This is an optimization exercise on Yosys and OpenROAD, whose aim is small area, a short achievable clock period and few clock cycles per item, not a production implementation. In this exercise RTL edits were held to simulation tests only and were not proved equivalent to the original. No activity file was given, so power comes from the tool's default toggle rates.

File: flow/config.mk
export PLATFORM = sky130hd
export DESIGN_NAME = sorted_deadline_timer_list
export DESIGN_NICKNAME = sorted_deadline_timer_list
export VERILOG_FILES = /design/flow/design.v
export SDC_FILE = /design/flow/constraint.sdc
export NUM_CORES = 4
export LEC_CHECK = 0
export CAP_MARGIN = 20
export CORE_MARGIN = 2
export CORE_UTILIZATION = 40
export SLEW_MARGIN = 20
File: flow/constraint.sdc
create_clock -name core_clock -period 7.0 [get_ports {clock}]
set_input_delay 1.4000 -clock core_clock [delete_from_list [all_inputs] [get_ports {clock}]]
set_output_delay 1.4000 -clock core_clock [all_outputs]
set_load 0.01 [all_outputs]
File: flow/design.v
`timescale 1ns / 1ps
package sdtl_pkg;
   localparam logic [1:0] OP_START  = 2'd0;
   localparam logic [1:0] OP_STOP   = 2'd1;
   localparam logic [1:0] OP_EXPIRE = 2'd2;
   localparam logic [1:0] ACT_NONE    = 2'd0;
   localparam logic [1:0] ACT_ARMED   = 2'd1;
   localparam logic [1:0] ACT_STOPPED = 2'd2;
   localparam int ReqDataW = 104;
   localparam int RspDataW = 40;
   typedef enum logic [3:0] {
      ST_IDLE,
      ST_DECODE,
      ST_UL_NEXT,
      ST_UL_ALARM,
      ST_UL_WALK,
      ST_INS_START,
      ST_INS_WALK,
      ST_INS_LINK,
      ST_INS_PREV,
      ST_PROC,
      ST_DONE
   } state_type;
   function automatic logic wrap_before(input logic [31:0] a, input logic [31:0] b);
      logic [31:0] diff;
      diff = a - b;
      wrap_before = diff[31];
   endfunction
   function automatic logic [31:0] time_left(input logic [31:0] ft, input logic [31:0] now);
      logic [31:0] ahead;
      ahead = ft - now;
      time_left = wrap_before(now, ft) ? ahead : 32'd0;
   endfunction
endpackage
`timescale 1ns / 1ps
module sorted_deadline_timer_list #(
   parameter int NUM_TIMERS = 16
) (
   input  logic                          clock,
   input  logic                          reset,
   input  logic                          req_tvalid,
   output logic                          req_tready,
   input  logic [1:0]                    req_tuser,   
   input  logic [sdtl_pkg::ReqDataW-1:0] req_tdata,
   output logic                          rsp_tvalid,
   input  logic                          rsp_tready,
   output logic [sdtl_pkg::RspDataW-1:0] rsp_tdata
);
   localparam int N = 16;
   logic        a_v;
   logic [1:0]  a_op;
   logic [3:0]  a_id;
   logic [31:0] a_now;
   logic [31:0] a_fn;
   logic [N-1:0] lv;
   logic [3:0]   lid [N];
   logic [31:0]  lf  [N];
   logic        r_v;
   logic        r_fired;
   logic [3:0]  r_fid;
   logic [1:0]  r_act;
   logic [31:0] r_now;
   logic go;
   assign go         = a_v & (~r_v | rsp_tready);
   assign req_tready = ~a_v | ~r_v | rsp_tready;
   always_ff @(posedge clock) begin
      if (reset) begin
         a_v <= 1'b0;
      end else if (req_tready) begin
         a_v <= req_tvalid;
      end
   end
   always_ff @(posedge clock) begin
      if (req_tready) begin
         a_op  <= req_tuser;
         a_id  <= req_tdata[3:0];
         a_now <= req_tdata[35:4];
         a_fn  <= req_tdata[67:36] + {1'b0, req_tdata[98:68]};
      end
   end
   logic is_start, is_stop, is_exp;
   assign is_start = (a_op == sdtl_pkg::OP_START);
   assign is_stop  = (a_op == sdtl_pkg::OP_STOP);
   assign is_exp   = (a_op == sdtl_pkg::OP_EXPIRE);
   logic [31:0] bnd;
   logic        c0;
   assign bnd = {~a_now[31], a_now[30:0]};
   assign c0  = (a_fn < bnd);
   logic [N-1:0] hit, cand, rm, ins;
   logic [N:0]   rt, it;    
   for (genvar p = 0; p < N; p++) begin : g_cmp
      logic ga;
      assign hit[p]  = lv[p] & (lid[p] == a_id);
      assign ga      = c0 ^ (lf[p] < bnd) ^ (a_fn < lf[p]);
      assign cand[p] = ~lv[p] | (ga & ~hit[p]);
   end
   logic [31:0] hd;
   logic        fire;
   assign hd   = a_now - lf[0];
   assign fire = lv[0] & ~hd[31];
   always_comb begin
      rm  = '0;
      ins = '0;
      if (go) begin
         if (is_start) begin
            rm  = hit;
            ins = cand;
         end else if (is_stop) begin
            rm  = hit;
         end else if (is_exp) begin
            rm[0] = fire;
         end
      end
   end
   assign rt[0] = rm[0];
   assign it[0] = ins[0];
   for (genvar q = 1; q < N; q++) begin : g_pre
      assign rt[q] = rt[q-1] | rm[q];
      assign it[q] = it[q-1] | ins[q];
   end
   assign rt[N] = rt[N-1];
   assign it[N] = go & is_start;
   logic [N-1:0] sl, sr, ld, hold;
   for (genvar q = 0; q < N; q++) begin : g_sel
      logic itp;
      if (q == 0) begin : g_first
         assign itp = 1'b0;
         assign sr[q] = 1'b0;
      end else begin : g_rest
         assign itp = it[q-1];
         assign sr[q] = it[q-1] & ~rt[q-1];
      end
      assign sl[q]   = rt[q] & ~it[q+1];
      assign ld[q]   = rt[q] ? (it[q+1] & ~it[q]) : (it[q] & ~itp);
      assign hold[q] = ~(sl[q] | sr[q] | ld[q]);
   end
   always_ff @(posedge clock) begin
      for (int q = 0; q < N; q++) begin
         lid[q] <= ({4{hold[q]}} & lid[q])
                 | ({4{ld[q]}} & a_id)
                 | ({4{sl[q]}} & ((q < N-1) ? lid[(q+1)%N] : 4'd0))
                 | ({4{sr[q]}} & ((q > 0) ? lid[(q+N-1)%N] : 4'd0));
         lf[q]  <= ({32{hold[q]}} & lf[q])
                 | ({32{ld[q]}} & a_fn)
                 | ({32{sl[q]}} & ((q < N-1) ? lf[(q+1)%N] : 32'd0))
                 | ({32{sr[q]}} & ((q > 0) ? lf[(q+N-1)%N] : 32'd0));
      end
   end
   always_ff @(posedge clock) begin
      if (reset) begin
         lv <= '0;
      end else begin
         for (int q = 0; q < N; q++) begin
            lv[q] <= (hold[q] & lv[q])
                   | ld[q]
                   | (sl[q] & ((q < N-1) ? lv[(q+1)%N] : 1'b0))
                   | (sr[q] & ((q > 0) ? lv[(q+N-1)%N] : 1'b0));
         end
      end
   end
   logic       n_fired;
   logic [3:0] n_fid;
   logic [1:0] n_act;
   logic [1:0] after_head;    
   assign after_head = lv[1] ? sdtl_pkg::ACT_ARMED : sdtl_pkg::ACT_STOPPED;
   always_comb begin
      n_fired = 1'b0;
      n_fid   = 4'd0;
      n_act   = sdtl_pkg::ACT_NONE;
      if (is_start) begin
         if (hit[0] | ins[0]) begin
            n_act = sdtl_pkg::ACT_ARMED;
         end
      end else if (is_stop) begin
         if (hit[0]) begin
            n_act = after_head;
         end
      end else if (is_exp) begin
         if (!lv[0]) begin
            n_act = sdtl_pkg::ACT_STOPPED;
         end else if (fire) begin
            n_fired = 1'b1;
            n_fid   = lid[0];
            n_act   = after_head;
         end else begin
            n_act = sdtl_pkg::ACT_ARMED;
         end
      end
   end
   always_ff @(posedge clock) begin
      if (reset) begin
         r_v <= 1'b0;
      end else if (go) begin
         r_v <= 1'b1;
      end else if (rsp_tready) begin
         r_v <= 1'b0;
      end
   end
   always_ff @(posedge clock) begin
      if (go) begin
         r_fired <= n_fired;
         r_fid   <= n_fid;
         r_act   <= n_act;
         r_now   <= a_now;
      end
   end
   logic [31:0] rd;
   logic        ahead;
   assign rd    = lf[0] - r_now;
   assign ahead = (rd != 32'd0) & (~rd[31] | (rd[30:0] == 31'd0));
   assign rsp_tvalid = r_v;
   assign rsp_tdata  = {1'b0, (r_act == sdtl_pkg::ACT_ARMED && ahead) ? rd : 32'd0,
                        r_act, r_fid, r_fired};
endmodule
File: flow/run.sh
#!/bin/bash
# synth_recipe.tcl (not shown) runs the flow's synth.tcl, then flattens the netlist and writes it again
# the make line also repeats each setting of config.mk as NAME=value (left out here)
make -C /OpenROAD-flow-scripts/flow DESIGN_CONFIG=/design/flow/config.mk WORK_HOME=/design/flow/orfs CLKGATE_MAP_FILE= SYNTH_SCRIPT=/design/flow/synth_recipe.tcl finish
==> notes.md <==
[what timing repair did]
action | in CTS | in global routing
endpoints found under the setup margin | 32 | 29
gates resized for setup | 4 | 11
pin swaps | 2 | 6
cloned | 0 | 0
setup buffers | 1 | 4
[Yosys cell counts (59+ instances only)]
library cell / count
xor2_1: 67
a211oi_1: 66
a31oi_1: 75
nor2_1: 175
o211ai_1: 110
a21oi_1: 352
o221ai_1: 78
nand4_1: 116
buf_2: 77
o21a_1: 59
clkbuf_1: 258
o21ai_0: 274
xnor2_1: 67
nor3_1: 87
edfxtp_1: 109
dfxtp_1: 594
and3_1: 103
ha_1: 1115
a221o_1: 305
nand3_1: 86
inv_1: 659
a21o_1: 183
nand2_1: 484
a22o_1: 288
a222oi_1: 108
[cells by family (layout without fill, tap and decap cells)]
family,Yosys count,in the layout,synth area share (%)
and+or+nand+nor,1334,1334,11.6
adders and majority gates,1117,1117,24.1
AOI/OAI and AO/OA,2228,2228,29.1
muxes,11,11,0.192
xor gates and xnor gates,134,134,2.02
buffers and inverters,1025,1152,6.86
DFF,703,703,26.1
other,1,1,0.00646
[cell type report]
type                    count  area, um2
flip-flops and latches    703      15200
repair buffers            340       2920
clock buffers             118       2500
inverters                 659       2470
multi-input cells        4825      39300
fillers                 13800      78700
clock inverters            35        407
well taps                1903       2380
[routing by layer]
layer  part of all wire (%)  track usage (%)
met4                    2.2             6.89
met5                 0.0093                0
met3                    5.9             2.78
met1                     47             36.1
met2                     45             40.4
[critical path: stages, from the launching register on]
cell	delay [ps]
edfxtp_1	420
inv_1	80
ha_1	220
nor2b_1	140
o31a_1	300
o41ai_4	280
o21ai_1	190
o211ai_1	360
a31oi_2	220
o32ai_2	390
o21ai_1	160
o311a_1	300
nor2_1	150
o21ai_0	170
xnor2_2	260
buf_6	230
nor3b_1	240
clkdlybuf4s50_1	580
[worst paths after layout]
kind,to,depth (start not counted)
max,rsp_tdata[10],17
min reg2reg,lf[1][21],2
max reg2reg,lf[9][10],16
min,lf[1][21],2
[flip-flops by register name, summed over array words and instances, names as in the netlist]
name / cells
lf: 512
lid: 64
a_fn: 32
a_now: 32
r_now: 32
lv: 16
a_id: 4
r_fid: 4
a_op: 2
r_act: 2
a_v: 1
r_fired: 1
r_v: 1
[stage by stage]
stage,hold WS [ps],util [%],cell area [um2],setup WS [ps]
floorplan,452,-,58100,1920
global placement,470,43.2,62100,485
detailed placement,476,43.2,62100,417
CTS,486,45.2,65100,33.6
global route,503,45.3,65200,2.43
finish,486,45.3,65200,207
[report_power, final]
part	switching [mW]	internal (mW)	total [mW]
registers	2.05	5.59	7.64
clock network	1.95	2.79	4.73
logic	7.97	5.88	13.9
==> notes.md <==
* PwrDens at 403 nW/um2
* Dpl cells at 8425
* Syn avg cell area at 8.86 um2
* Number of cell rows at 139
* Synth area leader: ha_1
* Final Hold Violating Endpoints at 0
* Leak at 29.2 nW
* Initial antenna violation count at 4
* Clock Tree Root: clkbuf_16
* GPL Wtd Cong at 0.909
* Num ports at 152
* # clock sinks at 703
* Main flop type after synthesis: dfxtp_1
* Status: timing/DRC/antenna clean
* CTS HTree Levels at 3
* CTS Buf Count at 84
* Critical path origin: r_now[1]
* Grt total ovfl at 0
* Tot Pwr at 26.2 mW
* Layout area overhead at 12.2%
* Post-synth net total at 7780
* Flop2flop setup slack at 710 ps
* Proportion of layout cells with a drive suffix above 1 at 6.39%
* Die X at 385 um
* Clock latency (worst-skew pair) at 710 ps
* Clock slew at reported path FFs at 60 ps
* Fin crit share at 97.0%
* Antenna fix cells at 0
* Sum Neg Setup Slack at 0 ps
* Clock skew at 31.1 ps
* Pin slew with the least headroom to its limit at 1110 ps
* First drt pass iteration count at 9
* Post-DR vias/cell at 6.15
* CP arrival at 5390 ps
* Maxcap violations at 0
* Syn Inst Count at 6553
* ANT nets after route at 0
* Min-delay src: lf[1][21]
* Worst R2R Start: a_now[26]
* Peak VDD IR at 0.188 mV
* WL per Instance at 22.5 um
* Die area at 148000 um2
* 1st-iter DRT viols at 4801
* CTS tree: yes
* Hold Path Class: reg2reg
* Die Y at 385 um
* Drt drc at 0
* Via Count at 52800
* Share of flip-flops with an asynchronous set or reset at 0%
* Number of global-route vias before repair at 50900
* Core ar. at 144000 um2
* Fin cells at 8583
* Largest net degree at the start of global routing at 52
* Relative slew margins at 25.8%
* Top-area cell type share of the netlist area at 24.0%
* GR Util All Layers at 25.4%
* Final WL at 193000 um
* Maximum clock rate at 0.147 GHz
* Starting Density at 40.4%
* Critical path type: reg2out
* Mapped Area at 58100 um2
* Worst Setup Start Kind: register
* Max Root-Sink Buffers at 3
* Nets@finish at 7840
* Final Setup Violations at 0
* Commonest non-fill, non-tap cell in the layout: ha_1
* Hpwl dp at 151000 um
* Ys Warns at 3
* Max Slew Vio Count at 0
* Synth unique cells at 88
* Worst path required time at 5600 ps
* Synth area leaders: ha_1 (24%), dfxtp_1 (20%), edfxtp_1 (5.6%)
* Max FO, Critical Path at 28
* #FFs+latches synth at 703
* First-pass GRT wire length at 300000 um
* Critical Path End Type: output port
* RSZ-0062 raised after global routing: false
* Fin crit period at 6790 ps
* Post-synthesis sequential area ratio at 26.1%
* Number of hold buffers added after cts at 0
* IO Port Bufs at 145
* Post-synth EDFFs at 109
* Most frequent cells in the layout: ha_1 (1115), inv_1 (659), dfxtp_1 (594)
Testbench counts, summed over its fixed seeds: cycles 12,016, requests 12,000.

## what the ideal ports hide
How much do the figures lean on ideal ports? The routed layout below was timed once more, with nothing changed but the port constraints.
Step 1: set_driving_cell puts a clkbuf_16 on clock and a buf_2 on each other input, an assumption about the parent block.
Step 2 times the ports against the registers' clock, not the clock port: input delays grow and output delays shrink by t, the midpoint of the rising clock arrivals with the driver on.
Slacks: ideal / step 1 / step 2; pairs: ideal / step 1.
t, ns: 0.772
setup slack, ns: 0.207 / 0.129 / 0.385
worst setup path at the end: input to register
latest minus earliest clock arrival (ns): 0.031 / 0.031
cell pins on the clock port's net: 1
After both steps this run still meets setup and hold. The setup slack of this run moves by -0.078 ns with the drivers and by +0.178 ns with both steps.
